Background: an optimization exercise with open tools, aiming at small area and a short achievable clock period. Do not read the settings as production practice.
Where RTL was checked, it was by simulation tests only, not by an equivalence proof against the original.
Power and IR drop assume default switching activity.

==> garnet: inputs <==
==> flow/design.v <==
package eth_sw_pkg;
    typedef logic [31:0] eth_word_t;
    typedef struct packed {
        logic      eop;
        eth_word_t data;
    } fifo_entry_t;
    typedef enum logic [1:0] {IDLE, SEND, GAP} egress_state_e;
    typedef enum logic {PORT_A, PORT_B} port_sel_e;
    localparam eth_word_t ADDR_A_DEF        = 32'hA0A0_A0A0;
    localparam eth_word_t ADDR_B_DEF        = 32'hB0B0_B0B0;
    localparam int        FIFO_DEPTH_DEF    = 32;
    localparam int        MAX_PKT_WORDS_DEF = 16;
endpackage
module eth_pkt_fifo
#(
    parameter eth_sw_pkg::eth_word_t ADDR_A        = eth_sw_pkg::ADDR_A_DEF,
    parameter eth_sw_pkg::eth_word_t ADDR_B        = eth_sw_pkg::ADDR_B_DEF,
    parameter int        FIFO_DEPTH    = eth_sw_pkg::FIFO_DEPTH_DEF,
    parameter int        MAX_PKT_WORDS = eth_sw_pkg::MAX_PKT_WORDS_DEF
) (
    input  logic        clk,
    input  logic        rst_n,
    input  logic        in_valid,
    input  logic [31:0] in_data,
    input  logic        pop,         
    output logic [31:0] rd_data,     
    output logic        h_dest,      
    output logic        h_single,    
    output logic        pkt_avail,
    output logic        drop
);
    localparam int AW = $clog2(FIFO_DEPTH);
    localparam int WW = $clog2(MAX_PKT_WORDS + 1);
    localparam logic [AW:0]   MAX_USED = FIFO_DEPTH - MAX_PKT_WORDS;   
    localparam logic [WW-1:0] MAX_W    = MAX_PKT_WORDS;
    logic [31:0]   mem [0:FIFO_DEPTH-1];
    logic [AW:0]   wr_ptr, rd_ptr, cmt_ptr, used, wr_inc, rd_inc;
    logic [AW-1:0] hdr_ptr;
    logic [WW-1:0] wcnt;
    logic          prev_valid, storing, hdr_dest, room, avail;
    logic          sop, match_a, match_b, is_b, admit, pay_ok, pay, commit, wr_en;
    logic [5:0]    hrec;
    logic [31:0]   wdata;
    logic [FIFO_DEPTH-1:0] wr_dec, hdr_dec, rd_dec, we;
    always_comb begin
        match_a = (in_data == ADDR_A);
        match_b = (in_data == ADDR_B);
        is_b    = |((in_data ^ ADDR_A) & (ADDR_A ^ ADDR_B));
        sop     = in_valid & ~prev_valid;
        admit   = sop & (match_a | match_b) & room;
        pay_ok  = prev_valid & storing & (wcnt < MAX_W);
        pay     = in_valid & pay_ok;
        commit  = ~in_valid & prev_valid & storing;
        drop    = sop & ~admit;
        wr_en   = admit | pay;
        hrec    = {4'(wcnt - 2'd2), (wcnt == WW'(1)), hdr_dest};
        wdata   = {in_data[31:6], in_valid ? in_data[5:0] : hrec};
    end
    always_comb begin
        for (int i = 0; i < FIFO_DEPTH; i++) begin
            wr_dec[i]  = pay_ok & (wr_ptr[AW-1:0] == AW'(i));
            hdr_dec[i] = prev_valid & storing & (hdr_ptr == AW'(i));
            we[i]      = in_valid ? wr_dec[i] : hdr_dec[i];
        end
    end
    always_ff @(posedge clk) begin
        for (int i = 0; i < FIFO_DEPTH; i++) begin
            if (we[i]) mem[i] <= wdata;
        end
    end
    always_ff @(posedge clk) begin
        if (admit) begin
            hdr_ptr  <= wr_ptr[AW-1:0];
            hdr_dest <= is_b;
            wcnt     <= WW'(1);
        end else if (pay) begin
            wcnt <= wcnt + 1'b1;
        end
    end
    logic [1:0] nxt_rec;
    always_comb begin
        rd_data = '0;
        nxt_rec = '0;
        for (int i = 0; i < FIFO_DEPTH; i++) begin
            rd_data = rd_data | ({32{rd_dec[i]}} & mem[i]);
            nxt_rec = nxt_rec | ({2{rd_dec[i]}} & mem[(i + 1) % FIFO_DEPTH][1:0]);
        end
    end
    assign wr_inc = wr_ptr + 1'b1;
    assign rd_inc = rd_ptr + 1'b1;
    logic hit_cur, hit_nxt;
    assign hit_cur = (hdr_ptr == rd_ptr[AW-1:0]);
    assign hit_nxt = (hdr_ptr == rd_inc[AW-1:0]);
    logic [1:0] h_stay, h_move, h_new;
    assign h_new  = {(wcnt == WW'(1)), hdr_dest};
    assign h_stay = (commit & hit_cur) ? h_new : {h_single, h_dest};
    assign h_move = (commit & hit_nxt) ? h_new : nxt_rec;
    always_ff @(posedge clk) begin
        {h_single, h_dest} <= pop ? h_move : h_stay;
    end
    logic le_dn, le_eq, ne_cc, ne_ci, ne_wc, ne_wi;
    assign used  = wr_ptr - rd_ptr;
    assign le_eq = (used <= MAX_USED);
    assign le_dn = (used <= MAX_USED + 1'b1);     
    assign ne_cc = (cmt_ptr != rd_ptr);
    assign ne_ci = (cmt_ptr != rd_inc);
    assign ne_wc = (wr_ptr  != rd_ptr);
    assign ne_wi = (wr_ptr  != rd_inc);
    always_ff @(posedge clk or negedge rst_n) begin
        if (!rst_n) begin
            wr_ptr     <= '0;
            rd_ptr     <= '0;
            cmt_ptr    <= '0;
            rd_dec     <= FIFO_DEPTH'(1);
            room       <= 1'b1;
            avail      <= 1'b0;
            prev_valid <= 1'b1;
            storing    <= 1'b0;
        end else begin
            prev_valid <= in_valid;
            if (wr_en) wr_ptr <= wr_inc;
            if (pop) begin
                rd_ptr <= rd_inc;
                rd_dec <= {rd_dec[FIFO_DEPTH-2:0], rd_dec[FIFO_DEPTH-1]};
            end
            if (commit) cmt_ptr <= wr_ptr;
            if (admit)       storing <= 1'b1;
            else if (commit) storing <= 1'b0;
            room <= pop ? le_dn : le_eq;
            case ({commit, pop})
                2'b10:   avail <= ne_wc;
                2'b11:   avail <= ne_wi;
                2'b01:   avail <= ne_ci;
                default: avail <= ne_cc;
            endcase
        end
    end
    assign pkt_avail = avail;
endmodule
module eth_switch_2p
#(
    parameter eth_sw_pkg::eth_word_t ADDR_A        = eth_sw_pkg::ADDR_A_DEF,
    parameter eth_sw_pkg::eth_word_t ADDR_B        = eth_sw_pkg::ADDR_B_DEF,
    parameter int        FIFO_DEPTH    = eth_sw_pkg::FIFO_DEPTH_DEF,
    parameter int        MAX_PKT_WORDS = eth_sw_pkg::MAX_PKT_WORDS_DEF
) (
    input  logic        clk,
    input  logic        rst_n,
    input  logic        Ain,
    input  logic [31:0] inDataA,
    input  logic        Bin,
    input  logic [31:0] inDataB,
    output logic        Aout,
    output logic [31:0] outDataA,
    output logic        Bout,
    output logic [31:0] outDataB,
    output logic [15:0] drop_cnt_a,
    output logic [15:0] drop_cnt_b
);
    logic [1:0]       pop, pkt_avail, drop, h_dest, h_single, busy;
    logic [1:0][31:0] rd_data;
    logic [1:0][31:0] port_addr;
    logic [1:0][1:0]  cand;
    logic [1:0]       contend, gnt_v, gnt, grant, idle, last;
    logic [1:0]       send_q, gap_q;    
    logic [1:0][3:0]  rem_q;
    logic [1:0]       sel_q;
    logic [1:0]       rr_q;
    logic [1:0]       out_v;
    logic [1:0][31:0] out_d;
    logic [1:0][15:0] dcnt;
    assign port_addr[0] = ADDR_A;
    assign port_addr[1] = ADDR_B;
    for (genvar f = 0; f < 2; f++) begin : g_ing
        eth_pkt_fifo #(
            .ADDR_A(ADDR_A), .ADDR_B(ADDR_B),
            .FIFO_DEPTH(FIFO_DEPTH), .MAX_PKT_WORDS(MAX_PKT_WORDS)
        ) u_fifo (
            .clk(clk), .rst_n(rst_n),
            .in_valid((f == 0) ? Ain : Bin),
            .in_data((f == 0) ? inDataA : inDataB),
            .pop(pop[f]),
            .rd_data(rd_data[f]), .h_dest(h_dest[f]), .h_single(h_single[f]),
            .pkt_avail(pkt_avail[f]), .drop(drop[f])
        );
    end
    always_comb begin
        for (int f = 0; f < 2; f++) begin
            busy[f] = (send_q[0] & (sel_q[0] == f[0])) | (send_q[1] & (sel_q[1] == f[0]));
        end
        for (int p = 0; p < 2; p++) begin
            idle[p] = ~send_q[p] & ~gap_q[p];
            for (int f = 0; f < 2; f++) begin
                cand[p][f] = pkt_avail[f] & ~busy[f] & (h_dest[f] == p[0]);
            end
            contend[p] = &cand[p];
            gnt_v[p]   = |cand[p];
            gnt[p]     = contend[p] ? rr_q[p] : ~cand[p][0];
            grant[p]   = idle[p] & gnt_v[p];
            last[p]    = idle[p] ? h_single[gnt[p]] : (rem_q[p] == 4'd0);
        end
        for (int f = 0; f < 2; f++) begin
            pop[f] = busy[f] | (grant[0] & (gnt[0] == f[0])) | (grant[1] & (gnt[1] == f[0]));
        end
    end
    always_ff @(posedge clk or negedge rst_n) begin
        if (!rst_n) begin
            send_q <= '0;
            gap_q  <= '0;
            sel_q  <= '0;
            rr_q   <= '0;
        end else begin
            for (int p = 0; p < 2; p++) begin
                send_q[p] <= (grant[p] | send_q[p]) & ~last[p];
                gap_q[p]  <= (grant[p] | send_q[p]) & last[p];
                if (grant[p]) sel_q[p] <= gnt[p];
                if (idle[p] && contend[p]) rr_q[p] <= ~rr_q[p];
            end
        end
    end
    always_ff @(posedge clk) begin
        for (int p = 0; p < 2; p++) begin
            if (grant[p])       rem_q[p] <= rd_data[gnt[p]][5:2];
            else if (send_q[p]) rem_q[p] <= rem_q[p] - 1'b1;
        end
    end
    logic [1:0][15:0] dcnt_inc;
    logic [1:0]       dcnt_full;
    always_comb begin
        for (int p = 0; p < 2; p++) begin
            dcnt_full[p] = &dcnt[p];
            for (int i = 0; i < 16; i++) begin
                dcnt_inc[p][i] = dcnt[p][i] ^ ((dcnt[p] & ((16'd1 << i) - 16'd1)) == ((16'd1 << i) - 16'd1));
            end
        end
    end
    always_ff @(posedge clk or negedge rst_n) begin
        if (!rst_n) begin
            out_v <= '0;
            out_d <= '0;
            dcnt  <= '0;
        end else begin
            for (int p = 0; p < 2; p++) begin
                out_v[p] <= grant[p] | send_q[p];
                out_d[p] <= grant[p] ? port_addr[p] : (send_q[p] ? rd_data[sel_q[p]] : '0);
                if (drop[p] && !dcnt_full[p]) dcnt[p] <= dcnt_inc[p];
            end
        end
    end
    assign Aout       = out_v[0];
    assign outDataA   = out_d[0];
    assign Bout       = out_v[1];
    assign outDataB   = out_d[1];
    assign drop_cnt_a = dcnt[0];
    assign drop_cnt_b = dcnt[1];
endmodule
==> flow/flow/run.sh <==
#!/bin/bash
# The standard layout (the standard.sh, all steps), with two changes:
#  - port buffers of a plain buffer cell instead of the flow's default pick;
#  - clock tree synthesis without dummy loads and with larger sink clusters.
set -euo pipefail
bash standard.sh \
  "BUFFER_PORTS_ARGS=-buffer_cell sky130_fd_sc_hd__buf_4" \
  "CTS_ARGS=-sink_clustering_enable -repair_clock_nets -dont_use_dummy_load -sink_clustering_size 24 -sink_clustering_max_diameter 80" \
  finish > make_finish.log 2>&1
==> flow/standard.sh <==
#!/bin/bash
# synth_recipe.tcl (not shown) runs the flow's synth.tcl, then flattens the netlist and writes it again
# the make line also repeats each setting of config.mk as NAME=value (left out here)
make -C /OpenROAD-flow-scripts/flow DESIGN_CONFIG=/design/flow/config.mk WORK_HOME=/design/flow/orfs CLKGATE_MAP_FILE= SYNTH_SCRIPT=/design/flow/synth_recipe.tcl "${@:-finish}"
==> flow/config.mk <==
export PLATFORM = sky130hd
export DESIGN_NAME = eth_switch_2p
export DESIGN_NICKNAME = eth_switch_2p
export VERILOG_FILES = /design/flow/design.v
export SDC_FILE = /design/flow/constraint.sdc
export NUM_CORES = 4
export LEC_CHECK = 0
export CAP_MARGIN = 20
export CORE_MARGIN = 2
export CORE_UTILIZATION = 40
export SETUP_SLACK_MARGIN = 3.8
export SLEW_MARGIN = 20
export TNS_END_PERCENT = 10
==> flow/constraint.sdc <==
create_clock -name core_clock -period 6.5 [get_ports {clk}]
set_input_delay 1.3000 -clock core_clock [delete_from_list [all_inputs] [get_ports {clk}]]
set_output_delay 1.3000 -clock core_clock [all_outputs]
set_load 0.01 [all_outputs]
==> indigo: changes against garnet <==
--- a/flow/design.v
+++ b/flow/design.v
@@ -55,5 +55,5 @@
         wr_en   = admit | pay;
         hrec    = {4'(wcnt - 2'd2), (wcnt == WW'(1)), hdr_dest};
-        wdata   = {in_data[31:6], in_valid ? in_data[5:0] : hrec};
+        wdata   = {in_data[31:6], in_valid ? in_data[5:0] : hrec};   
     end
     always_comb begin
@@ -66,5 +66,6 @@
     always_ff @(posedge clk) begin
         for (int i = 0; i < FIFO_DEPTH; i++) begin
-            if (we[i]) mem[i] <= wdata;
+            if (we[i])     mem[i][5:0]  <= wdata[5:0];
+            if (wr_dec[i]) mem[i][31:6] <= in_data[31:6];
         end
     end
--- a/flow/config.mk
+++ b/flow/config.mk
@@ -8,6 +8,6 @@
 export CAP_MARGIN = 20
 export CORE_MARGIN = 2
-export CORE_UTILIZATION = 40
+export CORE_UTILIZATION = 55
 export SETUP_SLACK_MARGIN = 3.8
 export SLEW_MARGIN = 20
-export TNS_END_PERCENT = 10
+export TNS_END_PERCENT = 30
==> notes.md <==
garnet passed the timing, design-rule and antenna checks. indigo completed with no timing, DRC or antenna violations.
In indigo the synthesized cell count is higher than in garnet, by about 1.4%.
Combinational power is about the same in indigo and garnet.
Sequential power is about the same in indigo and garnet.
Between garnet and indigo, the lower sequential share of layout area is in indigo (gap 0.29 points).
Between garnet and indigo, the lower utilization is in garnet (gap 17 points).
Between indigo and garnet, the lower design area is in garnet (gap 0.55%, measured against garnet).
Of indigo and garnet, indigo has the higher fmax (gap 11%, measured against garnet).
Only the layout flow was run in garnet; the RTL was not checked for function there.

==> what the ideal ports hide <==
No port has a modelled driver above. Below, the same layouts with a new extraction and two added sets of constraints.
Step 1 (the two cells are an assumption about what drives the block):
set clk [get_ports {clk}]
set_driving_cell -lib_cell sky130_fd_sc_hd__clkbuf_16 $clk
set_driving_cell -lib_cell sky130_fd_sc_hd__buf_2 [delete_from_list [all_inputs] $clk]
Step 2 times the ports against the registers' clock, not the clock port: input delays grow and output delays shrink by t, the midpoint of the rising clock arrivals with the driver on.
Three values: no drivers, after step 1, after step 2; two values: the first two.
| run | t (ns) | setup WS [ns] | clock arrival spread, ns | worst data-port slew with drivers (ns) | cell pins on the clock port's net |
|---|---|---|---|---|---|
| garnet | 0.879 | 3.232 / 3.232 / 2.488 | 0.120 / 0.120 | 0.14 | 1 |
| indigo | 0.841 | 3.569 / 3.569 / 2.878 | 0.083 / 0.083 | 0.21 | 1 |
After both steps every run listed still meets setup and hold. The setup slack of garnet, which loses most, moves by 0.000 ns with the drivers and by -0.744 ns with both steps.
